Source: an optimization exercise on an open RTL-to-GDS flow (aim: a short achievable clock period and few clock cycles). Production flows keep margins and buffers that such runs may drop. Where RTL was checked, it was by simulation tests only, not by an equivalence proof against the original.

==> build 93: inputs <==
==> flow/design.v <==
`timescale 1ns/10ps
module rv_core (
	input  logic        clk,
	input  logic        reset,
	output logic [31:0] imem_addr,
	input  logic [31:0] imem_data,
	output logic [31:0] dmem_addr,
	output logic        dmem_we,
	output logic [31:0] dmem_wdata,
	input  logic [31:0] dmem_rdata
);
	logic [11:0] pc_lo;
	logic [19:0] pc_hi;
	logic [19:0] pc_inc;
	logic        pc_c;
	logic [31:0] rf [1:31];
	logic [31:0] x_last;
	logic        x_valid;
	logic [4:0]  x_rd;
	logic        x_we;
	logic [31:0] x_ra;
	logic [31:0] x_rb;
	logic [31:0] x_imm;
	logic [31:0] x_pc;
	logic        x_fwa;
	logic        x_fwb;
	logic        x_useimm;
	logic        x_s_add;
	logic        x_s_sub;
	logic        x_s_slt;
	logic        x_s_sltu;
	logic        x_s_xor;
	logic        x_s_or;
	logic        x_s_and;
	logic        x_s_sll;
	logic        x_s_srl;
	logic        x_s_sra;
	logic        x_s_link;
	logic        x_ld;
	logic        x_st;
	logic        x_br;
	logic [2:0]  x_f3;
	logic        x_pred;
	logic        x_jalr;
	localparam int BHT_W = 6;
	logic [(1<<BHT_W)-1:0] bht_v;
	logic [1:0]  bht_c [(1<<BHT_W)];
	logic [1:0]  x_bc;
	logic        sb_valid;
	logic [31:0] sb_addr;
	logic [31:0] sb_data;
	logic [31:0] inst;
	logic [4:0]  opc;
	logic [2:0]  f3;
	logic [6:0]  f7;
	logic [4:0]  rd, rs1, rs2;
	logic        enc_ok;
	logic        d_op, d_opimm, d_lui, d_auipc, d_jal, d_jalr, d_br, d_ld, d_st;
	logic        f7_zero, f7_alt;
	logic [31:0] imm_i, imm_s, imm_b, imm_u, imm_j;
	logic [19:0] pc_true_hi;
	logic [31:0] pc_cur;
	logic [31:0] link;
	logic [31:0] rs1_val, rs2_val;
	logic        pred;
	logic [31:0] imm_f;
	logic [12:0] lo_tgt;
	logic [12:0] lo_seq;
	assign inst = imem_data;
	assign opc = inst[6:2];
	assign f3 = inst[14:12];
	assign f7 = inst[31:25];
	assign rd = inst[11:7];
	assign rs1 = inst[19:15];
	assign rs2 = inst[24:20];
	assign enc_ok = inst[1:0] == 2'b11;
	assign f7_zero = f7 == 7'b0000000;
	assign f7_alt = f7 == 7'b0100000;
	assign d_op    = enc_ok && opc == 5'b01100 &&
		(f7_zero || (f7_alt && (f3 == 3'b000 || f3 == 3'b101)));
	assign d_opimm = enc_ok && opc == 5'b00100 &&
		((f3 != 3'b001 && f3 != 3'b101) || f7_zero || (f3 == 3'b101 && f7_alt));
	assign d_lui   = enc_ok && opc == 5'b01101;
	assign d_auipc = enc_ok && opc == 5'b00101;
	assign d_jal   = enc_ok && opc == 5'b11011;
	assign d_jalr  = enc_ok && opc == 5'b11001 && f3 == 3'b000;
	assign d_br    = enc_ok && opc == 5'b11000 && f3[2:1] != 2'b01;
	assign d_ld    = enc_ok && opc == 5'b00000 && f3 == 3'b010;
	assign d_st    = enc_ok && opc == 5'b01000 && f3 == 3'b010;
	assign imm_i = {{20{inst[31]}}, inst[31:20]};
	assign imm_s = {{20{inst[31]}}, inst[31:25], inst[11:7]};
	assign imm_b = {{20{inst[31]}}, inst[7], inst[30:25], inst[11:8], 1'b0};
	assign imm_u = {inst[31:12], 12'b0};
	assign imm_j = {{12{inst[31]}}, inst[19:12], inst[20], inst[30:21], 1'b0};
	assign pc_true_hi = pc_hi + pc_inc + {19'b0, pc_c};
	assign pc_cur = {pc_true_hi, pc_lo};
	assign link = pc_cur + 32'd4;
	assign rs1_val = (rs1 == 5'd0) ? 32'd0 : rf[rs1];
	assign rs2_val = (rs2 == 5'd0) ? 32'd0 : rf[rs2];
	logic [BHT_W-1:0] bi;
	logic             bv;
	logic [1:0]       bc;
	assign bi = pc_lo[BHT_W+1:2];
	assign bv = bht_v[bi];
	assign bc = bht_c[bi];
	assign pred = d_jal || (d_br && (bv ? bc[1] : inst[31]));
	assign imm_f = d_jal ? imm_j : imm_b;
	assign lo_tgt = {1'b0, pc_lo} + {1'b0, imm_f[11:0]};
	assign lo_seq = {1'b0, pc_lo} + 13'd4;
	assign imem_addr = {pc_hi, pc_lo};
	logic [31:0] a, b, opb;
	logic [31:0] sum, diff;
	logic        lt, ltu, eq;
	logic [31:0] alu;
	logic        taken;
	logic        redirect;
	logic [31:0] redirect_pc;
	logic [31:0] alt_pc;
	logic [10:0] ld_lo;
	logic        x_is_ld;
	logic        sb_hit;
	logic [31:0] ldata;
	logic [31:0] result;
	assign a = x_fwa ? x_last : x_ra;
	assign b = x_fwb ? x_last : x_rb;
	assign opb = x_useimm ? x_imm : b;
	assign sum = a + opb;
	assign diff = a - b;
	assign lt = $signed(a) < $signed(opb);
	assign ltu = a < opb;
	assign eq = a == b;
	assign alu =
		({32{x_s_add}}  & sum) |
		({32{x_s_sub}}  & diff) |
		({32{x_s_slt}}  & {31'b0, lt}) |
		({32{x_s_sltu}} & {31'b0, ltu}) |
		({32{x_s_xor}}  & (a ^ opb)) |
		({32{x_s_or}}   & (a | opb)) |
		({32{x_s_and}}  & (a & opb)) |
		({32{x_s_sll}}  & (a << opb[4:0])) |
		({32{x_s_srl}}  & (a >> opb[4:0])) |
		({32{x_s_sra}}  & 32'($signed(a) >>> opb[4:0])) |
		({32{x_s_link}} & b);
	always_comb begin
		case (x_f3)
			3'b000: taken = eq;
			3'b001: taken = !eq;
			3'b100: taken = lt;
			3'b101: taken = !lt;
			3'b110: taken = ltu;
			default: taken = !ltu;
		endcase
	end
	assign alt_pc = x_pc + (x_pred ? 32'd4 : x_imm);
	assign redirect = x_valid && (x_jalr || (x_br && (taken != x_pred)));
	assign redirect_pc = x_jalr ? {sum[31:1], 1'b0} : alt_pc;
	assign ld_lo = a[10:0] + x_imm[10:0];
	assign x_is_ld = x_valid && x_ld;
	assign sb_hit = sb_valid && sb_addr[10:2] == ld_lo[10:2];
	assign ldata = sb_hit ? sb_data : dmem_rdata;
	assign result = x_ld ? ldata : alu;
	assign dmem_we = sb_valid && !x_is_ld;
	assign dmem_addr = {sb_addr[31:11], x_is_ld ? ld_lo : sb_addr[10:0]};
	assign dmem_wdata = sb_data;
	always_ff @(posedge clk) begin
		if (reset) begin
			pc_lo <= 12'd0;
			pc_hi <= 20'd0;
			pc_inc <= 20'd0;
			pc_c <= 1'b0;
		end else if (redirect) begin
			pc_lo <= redirect_pc[11:0];
			pc_hi <= redirect_pc[31:12];
			pc_inc <= 20'd0;
			pc_c <= 1'b0;
		end else if (pred) begin
			pc_lo <= lo_tgt[11:0];
			pc_hi <= pc_true_hi;
			pc_inc <= imm_f[31:12];
			pc_c <= lo_tgt[12];
		end else begin
			pc_lo <= lo_seq[11:0];
			pc_hi <= pc_true_hi;
			pc_inc <= 20'd0;
			pc_c <= lo_seq[12];
		end
	end
	always_ff @(posedge clk) begin
		if (reset) begin
			for (int i = 1; i < 32; i++) begin
				rf[i] <= 32'd0;
			end
		end else if (x_valid && x_we) begin
			rf[x_rd] <= result;
		end
	end
	always_ff @(posedge clk) begin
		x_last <= result;
	end
	always_ff @(posedge clk) begin
		if (reset || redirect) begin
			x_valid <= 1'b0;
		end else begin
			x_valid <= 1'b1;
		end
		x_rd <= rd;
		x_we <= (d_op || d_opimm || d_lui || d_auipc || d_jal || d_jalr || d_ld) && rd != 5'd0;
		x_ra <= d_lui ? 32'd0 : (d_auipc ? pc_cur : rs1_val);
		x_rb <= (d_jal || d_jalr) ? link : rs2_val;
		x_imm <= d_st ? imm_s : ((d_lui || d_auipc) ? imm_u : (d_br ? imm_b : imm_i));
		x_pc <= pc_cur;
		x_fwa <= x_valid && x_we && rs1 == x_rd && !(d_lui || d_auipc);
		x_fwb <= x_valid && x_we && rs2 == x_rd && (d_op || d_br || d_st);
		x_useimm <= !(d_op || d_br);
		x_s_add <= (d_op && f3 == 3'b000 && !f7[5]) || (d_opimm && f3 == 3'b000) ||
			d_lui || d_auipc;
		x_s_sub <= d_op && f3 == 3'b000 && f7[5];
		x_s_slt <= (d_op || d_opimm) && f3 == 3'b010;
		x_s_sltu <= (d_op || d_opimm) && f3 == 3'b011;
		x_s_xor <= (d_op || d_opimm) && f3 == 3'b100;
		x_s_or <= (d_op || d_opimm) && f3 == 3'b110;
		x_s_and <= (d_op || d_opimm) && f3 == 3'b111;
		x_s_sll <= (d_op || d_opimm) && f3 == 3'b001;
		x_s_srl <= (d_op || d_opimm) && f3 == 3'b101 && !f7[5];
		x_s_sra <= (d_op || d_opimm) && f3 == 3'b101 && f7[5];
		x_s_link <= d_jal || d_jalr;
		x_ld <= d_ld;
		x_st <= d_st;
		x_br <= d_br;
		x_f3 <= f3;
		x_pred <= pred;
		x_jalr <= d_jalr;
		x_bc <= bv ? bc : (inst[31] ? 2'b10 : 2'b01);
	end
	always_ff @(posedge clk) begin
		if (reset) begin
			bht_v <= '0;
		end else if (x_valid && x_br) begin
			bht_v[x_pc[BHT_W+1:2]] <= 1'b1;
			bht_c[x_pc[BHT_W+1:2]] <= taken ? ((x_bc == 2'b11) ? 2'b11 : x_bc + 2'b01)
				: ((x_bc == 2'b00) ? 2'b00 : x_bc - 2'b01);
		end
	end
	always_ff @(posedge clk) begin
		if (reset) begin
			sb_valid <= 1'b0;
		end else if (x_valid && x_st) begin
			sb_valid <= 1'b1;
		end else if (dmem_we) begin
			sb_valid <= 1'b0;
		end
		if (x_valid && x_st) begin
			sb_addr <= sum;
			sb_data <= b;
		end
	end
endmodule
==> flow/run.sh <==
#!/bin/bash
# synth_recipe.tcl (not shown) runs the flow's synth.tcl, then flattens the netlist and writes it again
# the make line also repeats each setting of config.mk as NAME=value (left out here)
make -C /OpenROAD-flow-scripts/flow DESIGN_CONFIG=/design/flow/config.mk WORK_HOME=/design/flow/orfs CLKGATE_MAP_FILE= SYNTH_SCRIPT=/design/flow/synth_recipe.tcl finish
==> flow/config.mk <==
export PLATFORM = sky130hd
export DESIGN_NAME = rv_core
export DESIGN_NICKNAME = rv_core
export VERILOG_FILES = /design/flow/design.v
export SDC_FILE = /design/flow/constraint.sdc
export NUM_CORES = 4
export LEC_CHECK = 0
export ABC_CLOCK_PERIOD_IN_PS = 3000
export CAP_MARGIN = 30
export CORE_MARGIN = 2
export CORE_UTILIZATION = 30
export SETUP_SLACK_MARGIN = 3.5
export SLEW_MARGIN = 30
export TNS_END_PERCENT = 100
==> flow/constraint.sdc <==
create_clock -name core_clock -period 7.0 [get_ports {clk}]
set_input_delay 1.4000 -clock core_clock [delete_from_list [all_inputs] [get_ports {clk}]]
set_output_delay 1.4000 -clock core_clock [all_outputs]
set_load 0.01 [all_outputs]
==> inputs of build 77, as changes to build 93 <==
--- a/flow/design.v
+++ b/flow/design.v
@@ -42,10 +42,6 @@
 	logic [2:0]  x_f3;
 	logic        x_pred;
 	logic        x_jalr;
-	localparam int BHT_W = 6;
-	logic [(1<<BHT_W)-1:0] bht_v;
-	logic [1:0]  bht_c [(1<<BHT_W)];
-	logic [1:0]  x_bc;
 	logic        sb_valid;
 	logic [31:0] sb_addr;
 	logic [31:0] sb_data;
@@ -97,17 +93,11 @@
 	assign link = pc_cur + 32'd4;
 	assign rs1_val = (rs1 == 5'd0) ? 32'd0 : rf[rs1];
 	assign rs2_val = (rs2 == 5'd0) ? 32'd0 : rf[rs2];
-	logic [BHT_W-1:0] bi;
-	logic             bv;
-	logic [1:0]       bc;
-	assign bi = pc_lo[BHT_W+1:2];
-	assign bv = bht_v[bi];
-	assign bc = bht_c[bi];
-	assign pred = d_jal || (d_br && (bv ? bc[1] : inst[31]));
+	assign pred = d_jal || (d_br && inst[31]);
 	assign imm_f = d_jal ? imm_j : imm_b;
 	assign lo_tgt = {1'b0, pc_lo} + {1'b0, imm_f[11:0]};
 	assign lo_seq = {1'b0, pc_lo} + 13'd4;
-	assign imem_addr = {pc_hi, pc_lo};
+	assign imem_addr = pc_cur;
 	logic [31:0] a, b, opb;
 	logic [31:0] sum, diff;
 	logic        lt, ltu, eq;
@@ -230,16 +220,6 @@
 		x_f3 <= f3;
 		x_pred <= pred;
 		x_jalr <= d_jalr;
-		x_bc <= bv ? bc : (inst[31] ? 2'b10 : 2'b01);
-	end
-	always_ff @(posedge clk) begin
-		if (reset) begin
-			bht_v <= '0;
-		end else if (x_valid && x_br) begin
-			bht_v[x_pc[BHT_W+1:2]] <= 1'b1;
-			bht_c[x_pc[BHT_W+1:2]] <= taken ? ((x_bc == 2'b11) ? 2'b11 : x_bc + 2'b01)
-				: ((x_bc == 2'b00) ? 2'b00 : x_bc - 2'b01);
-		end
 	end
 	always_ff @(posedge clk) begin
 		if (reset) begin
==> flow/config.mk (replaced) <==
export PLATFORM = sky130hd
export DESIGN_NAME = rv_core
export DESIGN_NICKNAME = rv_core
export VERILOG_FILES = /design/flow/design.v
export SDC_FILE = /design/flow/constraint.sdc
export NUM_CORES = 4
export LEC_CHECK = 0
export CAP_MARGIN = 30
export CORE_MARGIN = 2
export CORE_UTILIZATION = 30
export SLEW_MARGIN = 30
==> impl_metrics.env <==
export IMPL_status="complete, no violations"
export IMPL_cpPeakStageDelay_ps=700
export IMPL_vias_per_cell=5.96
export IMPL_powerSeq_mw=8.93
export IMPL_p_switching_mw=5.97
export IMPL_synth_common_cells="nor2_1 (1096), edfxtp_1 (1088), mux4_2 (612), clkbuf_1 (331), mux2i_1 (305)"
export IMPL_hpwl_mm=210
export IMPL_clock_fmax_mhz=159
(the above is from build 77)
==> impl_metrics.env <==
export IMPL_powerSeq_mw=10.2
export IMPL_clock_fmax_mhz=196
export IMPL_status="complete, no violations"
export IMPL_cpPeakStageDelay_ps=560
(the above is from build 93)
Testbench counts of build 77, summed over its fixed seeds: cycles 27,766.
No functional check of the RTL was part of build 93.

what the ideal ports hide:
In the flow no input, the clock included, has a driving cell. The finished layouts below were timed again as built, in two steps. Step 1 sets driving cells, clkbuf_16 on the clock port and buf_2 on the other inputs (assumed; they add their load-dependent delay and slew). Step 2 times the ports against the registers' clock, not the clock port: input delays grow and output delays shrink by t, the midpoint of the rising clock arrivals with the driver on. a / b / c = ideal ports / drivers / drivers and shift; a / b = the first two.
run	shift t [ns]	slack for setup (ns)	pins driven straight from the clock port
build 93	0.939	1.897 / 1.897 / 1.810	1
build 77	0.898	0.694 / 0.593 / 0.847	1
After both steps every run listed still meets setup and hold. The setup slack of build 93, which loses most, moves by 0.000 ns with the drivers and by -0.087 ns with both steps.
